Context: an optimization exercise on an open-source flow, tuned for small area, a short achievable clock period and few clock cycles per item. The choices shown serve that exercise and are no tape-out recipe. The RTL was checked by simulation tests, not by an equivalence proof against the original design. Power is estimated from default activity; no workload was simulated.

==> inputs of sierra <==
// alu_vec_pipe
module alu_vec_pipe (
    input  logic         clk,
    input  logic         rst,
    input  logic         in_valid,
    output logic         in_ready,
    input  logic [3:0]   opcode,
    input  logic [3:0]   lane_mask,
    input  logic [63:0]  a,
    input  logic [63:0]  b,
    input  logic         signed_mode,
    output logic         out_valid,
    input  logic         out_ready,
    output logic [127:0] result,
    output logic [3:0]   a_greater,
    output logic [3:0]   a_equal,
    output logic [3:0]   a_less,
    output logic [3:0]   out_mask
);
==> module alu_vec_pipe, before the edit <==
module alu_vec_pipe (
    input  logic         clk,
    input  logic         rst,
    input  logic         in_valid,
    output logic         in_ready,
    input  logic [3:0]   opcode,
    input  logic [3:0]   lane_mask,
    input  logic [63:0]  a,
    input  logic [63:0]  b,
    input  logic         signed_mode,
    output logic         out_valid,
    input  logic         out_ready,
    output logic [127:0] result,
    output logic [3:0]   a_greater,
    output logic [3:0]   a_equal,
    output logic [3:0]   a_less,
    output logic [3:0]   out_mask
);
    localparam logic [3:0] OP_ADD  = 4'd0;
    localparam logic [3:0] OP_SUB  = 4'd1;
    localparam logic [3:0] OP_MUL  = 4'd2;
    localparam logic [3:0] OP_AND  = 4'd3;
    localparam logic [3:0] OP_OR   = 4'd4;
    localparam logic [3:0] OP_XOR  = 4'd5;
    localparam logic [3:0] OP_NOT  = 4'd6;
    localparam logic [3:0] OP_SHL  = 4'd7;
    localparam logic [3:0] OP_SHR  = 4'd8;
    localparam logic [3:0] OP_MIN  = 4'd9;
    localparam logic [3:0] OP_MAX  = 4'd10;
    localparam logic [3:0] OP_PASS = 4'd11;
    localparam logic [3:0] OP_MAC  = 4'd12;
    localparam logic [3:0] OP_CLR  = 4'd13;
    logic sgn;
    assign sgn = signed_mode;
    logic v0, v1, go0, go1;
    assign go1      = ~v1 | out_ready;
    assign go0      = ~v0 | go1;
    assign in_ready = go0;
    always_ff @(posedge clk) begin
        if (rst) begin
            v0 <= 1'b0;
            v1 <= 1'b0;
        end else begin
            if (go0) v0 <= in_valid;
            if (go1) v1 <= v0;
        end
    end
    logic [3:0]  op_q;
    logic [3:0]  msk_q;
    logic [63:0] a_q, b_q;
    logic        sgn_q;
    always_ff @(posedge clk) begin
        if (go0) begin
            op_q  <= opcode;
            msk_q <= lane_mask;
            a_q   <= a;
            b_q   <= b;
            sgn_q <= sgn;
        end
    end
    wire acc_step = v0 & go1;
    logic [127:0] res_d;
    logic [3:0]   gt_d, eq_d, lt_d;
    for (genvar l = 0; l < 4; l++) begin : g_lane
        logic [15:0] ua, ub;
        logic [16:0] ax, bx;
        logic [31:0] axw, acc_q, mac_s, mac_c, prod;
        logic [17:0] addsub;
        logic [4:0]  sh;
        logic        a_lt, a_eq, s;
        logic [31:0] res;
        assign ua  = a_q[16*l +: 16];
        assign ub  = b_q[16*l +: 16];
        assign ax  = {sgn_q & ua[15], ua};
        assign bx  = {sgn_q & ub[15], ub};
        assign s   = ax[16];
        assign axw = {{15{s}}, ax};
        assign sh  = ub[4:0];
        csa_mac u_mac (
            .a(ax), .b(bx),
            .d((op_q == OP_MAC) ? acc_q : 32'd0),
            .s(mac_s), .c(mac_c)
        );
        assign prod = mac_s + mac_c;
        assign addsub = {ax[16], ax} + ((op_q == OP_SUB) ? ~{bx[16], bx} : {bx[16], bx})
                        + {17'd0, op_q == OP_SUB};
        assign a_lt = $signed(ax) < $signed(bx);
        assign a_eq = (ua == ub);
        always_comb begin
            case (op_q)
                OP_ADD, OP_SUB: res = {{14{addsub[17]}}, addsub};
                OP_MUL, OP_MAC: res = prod;
                OP_AND:  res = {{15{ax[16] & bx[16]}}, ax & bx};
                OP_OR:   res = {{15{ax[16] | bx[16]}}, ax | bx};
                OP_XOR:  res = {{15{ax[16] ^ bx[16]}}, ax ^ bx};
                OP_NOT:  res = {16'd0, ~ua};
                OP_SHL:  res = axw << sh;
                OP_SHR:  res = $signed(axw) >>> sh;
                OP_MIN:  res = a_lt ? axw : {{15{bx[16]}}, bx};
                OP_MAX:  res = a_lt ? {{15{bx[16]}}, bx} : axw;
                OP_PASS: res = {{15{bx[16]}}, bx};
                default: res = 32'd0;
            endcase
            if (!msk_q[l]) res = 32'd0;
        end
        always_ff @(posedge clk) begin
            if (rst)
                acc_q <= 32'd0;
            else if (acc_step & msk_q[l] & (op_q == OP_MAC))
                acc_q <= prod;
            else if (acc_step & msk_q[l] & (op_q == OP_CLR))
                acc_q <= 32'd0;
        end
        assign res_d[32*l +: 32] = res;
        assign lt_d[l] = msk_q[l] & a_lt;
        assign eq_d[l] = msk_q[l] & a_eq;
        assign gt_d[l] = msk_q[l] & ~a_lt & ~a_eq;
    end
    always_ff @(posedge clk) begin
        if (go1) begin
            result    <= res_d;
            a_greater <= gt_d;
            a_equal   <= eq_d;
            a_less    <= lt_d;
            out_mask  <= msk_q;
        end
    end
    assign out_valid = v1;
endmodule
clock: 11.0 ns
lec_check: 0
cap_margin: 20
core_margin: 2
core_utilization: 40
place_density: 0.6
slew_margin: 20
run.sh (not shown) runs the stock make flow with config.mk's settings and CLKGATE_MAP_FILE= SYNTH_SCRIPT=/design/flow/synth_recipe.tcl, a recipe that flattens the netlist after the stock synthesis.
==> indigo: changes against sierra <==
--- a/flow/design.v
+++ b/flow/design.v
@@ -48,15 +48,4 @@
     end
-    logic [3:0]  op_q;
-    logic [3:0]  msk_q;
-    logic [63:0] a_q, b_q;
-    logic        sgn_q;
-    always_ff @(posedge clk) begin
-        if (go0) begin
-            op_q  <= opcode;
-            msk_q <= lane_mask;
-            a_q   <= a;
-            b_q   <= b;
-            sgn_q <= sgn;
-        end
-    end
+    logic [3:0] msk_q;
+    always_ff @(posedge clk) if (go0) msk_q <= lane_mask;
     wire acc_step = v0 & go1;
@@ -66,41 +55,88 @@
         logic [15:0] ua, ub;
-        logic [16:0] ax, bx;
-        logic [31:0] axw, acc_q, mac_s, mac_c, prod;
-        logic [17:0] addsub;
+        logic [16:0] ax, bx, lval, af_n, bm_n;
         logic [4:0]  sh;
-        logic        a_lt, a_eq, s;
-        logic [31:0] res;
-        assign ua  = a_q[16*l +: 16];
-        assign ub  = b_q[16*l +: 16];
-        assign ax  = {sgn_q & ua[15], ua};
-        assign bx  = {sgn_q & ub[15], ub};
-        assign s   = ax[16];
-        assign axw = {{15{s}}, ax};
-        assign sh  = ub[4:0];
-        csa_mac u_mac (
-            .a(ax), .b(bx),
-            .d((op_q == OP_MAC) ? acc_q : 32'd0),
-            .s(mac_s), .c(mac_c)
-        );
-        assign prod = mac_s + mac_c;
-        assign addsub = {ax[16], ax} + ((op_q == OP_SUB) ? ~{bx[16], bx} : {bx[16], bx})
-                        + {17'd0, op_q == OP_SUB};
-        assign a_lt = $signed(ax) < $signed(bx);
-        assign a_eq = (ua == ub);
+        logic [15:0] pw_l, pw_r;
+        logic        m, lt, eq;
+        logic        c_mac, c_clr, c_add, c_sub, c_d, c_shr, c_shl;
+        assign ua = a[16*l +: 16];
+        assign ub = b[16*l +: 16];
+        assign m  = lane_mask[l];
+        assign ax = {sgn & ua[15], ua};
+        assign bx = {sgn & ub[15], ub};
+        assign sh = ub[4:0];
+        assign lt = $signed(ax) < $signed(bx);
+        assign eq = (ua == ub);
+        always_comb begin
+            pw_l = 16'd0;
+            pw_r = 16'd0;
+            pw_l[sh[3:0]] = 1'b1;
+            pw_r[5'd16 - {1'b0, sh[3:0]}] = 1'b1;
+        end
         always_comb begin
-            case (op_q)
-                OP_ADD, OP_SUB: res = {{14{addsub[17]}}, addsub};
-                OP_MUL, OP_MAC: res = prod;
-                OP_AND:  res = {{15{ax[16] & bx[16]}}, ax & bx};
-                OP_OR:   res = {{15{ax[16] | bx[16]}}, ax | bx};
-                OP_XOR:  res = {{15{ax[16] ^ bx[16]}}, ax ^ bx};
-                OP_NOT:  res = {16'd0, ~ua};
-                OP_SHL:  res = axw << sh;
-                OP_SHR:  res = $signed(axw) >>> sh;
-                OP_MIN:  res = a_lt ? axw : {{15{bx[16]}}, bx};
-                OP_MAX:  res = a_lt ? {{15{bx[16]}}, bx} : axw;
-                OP_PASS: res = {{15{bx[16]}}, bx};
-                default: res = 32'd0;
+            lval = 17'd0;
+            case (opcode)
+                OP_AND:  lval = ax & bx;
+                OP_OR:   lval = ax | bx;
+                OP_XOR:  lval = ax ^ bx;
+                OP_NOT:  lval = {1'b0, ~ua};
+                OP_MIN:  lval = lt ? ax : bx;
+                OP_MAX:  lval = lt ? bx : ax;
+                OP_PASS: lval = bx;
+                default: lval = 17'd0;
             endcase
-            if (!msk_q[l]) res = 32'd0;
+        end
+        always_comb begin
+            af_n = ax;
+            bm_n = 17'd0;
+            case (opcode)
+                OP_ADD, OP_SUB, OP_MUL, OP_MAC: bm_n = bx;
+                OP_SHL: bm_n = {1'b0, pw_l};
+                OP_SHR: bm_n = (sh[4] || sh[3:0] == 4'd0) ? 17'd1 : {1'b0, pw_r};
+                default: begin
+                    af_n = lval;
+                    bm_n = 17'd0;
+                end
+            endcase
+            if (!m) begin
+                af_n = 17'd0;
+                bm_n = 17'd0;
+            end
+        end
+        assign c_mac = m & (opcode == OP_MAC);
+        assign c_clr = m & (opcode == OP_CLR);
+        assign c_add = m & (opcode == OP_ADD);
+        assign c_sub = m & (opcode == OP_SUB);
+        assign c_d   = m & ~(opcode == OP_MUL || opcode == OP_MAC ||
+                             opcode == OP_SHL || opcode == OP_SHR);
+        assign c_shr = m & (opcode == OP_SHR) & (sh != 5'd0);
+        assign c_shl = m & (opcode == OP_SHL) & sh[4];
+        logic [16:0] af_q, bm_q;
+        logic        mac_q, clr_q, add_q, sub_q, d_q, shr_q, shl_q;
+        logic        lt_q, eq_q, gt_q;
+        always_ff @(posedge clk) begin
+            if (go0) begin
+                af_q  <= af_n;
+                bm_q  <= bm_n;
+                mac_q <= c_mac;
+                clr_q <= c_clr;
+                add_q <= c_add;
+                sub_q <= c_sub;
+                d_q   <= c_d;
+                shr_q <= c_shr;
+                shl_q <= c_shl;
+                lt_q  <= m & lt;
+                eq_q  <= m & eq;
+                gt_q  <= m & ~lt & ~eq;
+            end
+        end
+        logic [16:0] a_eff;
+        logic [31:0] acc_q, dv, t_s, t_c, p, res;
+        assign a_eff = sub_q ? 17'h1ffff : add_q ? 17'h00001 : af_q;
+        assign dv    = mac_q ? acc_q : d_q ? {{15{af_q[16]}}, af_q} : 32'd0;
+        csa_mac u_mac (.a(a_eff), .b(bm_q), .d(dv), .s(t_s), .c(t_c));
+        assign p = t_s + t_c;
+        always_comb begin
+            res = p;
+            if (shr_q) res = {{16{af_q[16]}}, p[31:16]};
+            if (shl_q) res = {p[15:0], 16'd0};
         end
@@ -109,5 +145,5 @@
                 acc_q <= 32'd0;
-            else if (acc_step & msk_q[l] & (op_q == OP_MAC))
-                acc_q <= prod;
-            else if (acc_step & msk_q[l] & (op_q == OP_CLR))
+            else if (acc_step & mac_q)
+                acc_q <= p;
+            else if (acc_step & clr_q)
                 acc_q <= 32'd0;
@@ -115,5 +151,5 @@
         assign res_d[32*l +: 32] = res;
-        assign lt_d[l] = msk_q[l] & a_lt;
-        assign eq_d[l] = msk_q[l] & a_eq;
-        assign gt_d[l] = msk_q[l] & ~a_lt & ~a_eq;
+        assign lt_d[l] = lt_q;
+        assign eq_d[l] = eq_q;
+        assign gt_d[l] = gt_q;
     end
==> notes.md <==
                                                                                                    indigo                   sierra
Outcome                                                                             complete, no violations  complete, no violations
Share of layout cells above drive strength 1                                                         2.815%                   6.028%
Clock Skews                                                                                        61.37 ps                 63.64 ps
Starting utilization of the core area                                                                40.30%                   40.13%
Max FO, Critical Path                                                                                    17                       49
Worst hold slack across all endpoints                                                              417.7 ps                 474.3 ps
Y dimension of the die                                                                             406.4 um                 420.9 um
Hold Path Depth                                                                                           0                        2
Number of logic stages on the critical path including buffering                                          21                       22
Routed wire length per instance                                                                    23.15 um                 28.25 um
Nets                                                                                                   8761                     9768
Worst setup timing slack at the placement stage                                                     3265 ps                  3085 ps
Flip-flop and latch area                                                                          12330 um2                11040 um2
Path depth of the worst reg2reg path                                                                     21                       22
Number of distinct library cell variants in the gate-level netlist after synthesis                       89                       99
Post-Synth XOR/XNOR Area                                                                             1.852%                   2.998%
#FFs+latches synth                                                                                      454                      411
Pwr per Cell Area                                                                              123.8 nW/um2             319.5 nW/um2
Count of non-CTS buffers in the layout                                                                  349                      487
Testbench counts of sierra, summed over its fixed seeds: cycles 16,016, items 16,000.
Testbench counts of indigo, summed over its fixed seeds: cycles 16,016, items 16,000.

## port drivers added, routing unchanged
The flow's constraints put no driver on any port. The routed layouts listed below were extracted and timed again, unchanged, in two steps. Step 1 assumes that a clkbuf_16 drives the clock port and a buf_2 every other input. Step 2, shift: input delay + t, output delay - t, t = (earliest + latest rising clock arrival at the registers) / 2. This alone moves slack from input paths to output paths. a / b / c = ideal / step 1 / step 2; a / b = the first two.
| run | t, ns | slack for setup (ns) | worst setup path at the end | worst register clock-pin slew, ns | pins driven straight from the clock port |
|---|---|---|---|---|---|
| sierra | 0.786 | 2.997 / 2.997 / 2.997 | register to register | 0.08 / 0.08 | 1 |
| indigo | 0.736 | 3.107 / 3.107 / 3.107 | register to register | 0.07 / 0.07 | 1 |
After both steps every run listed still meets setup and hold.
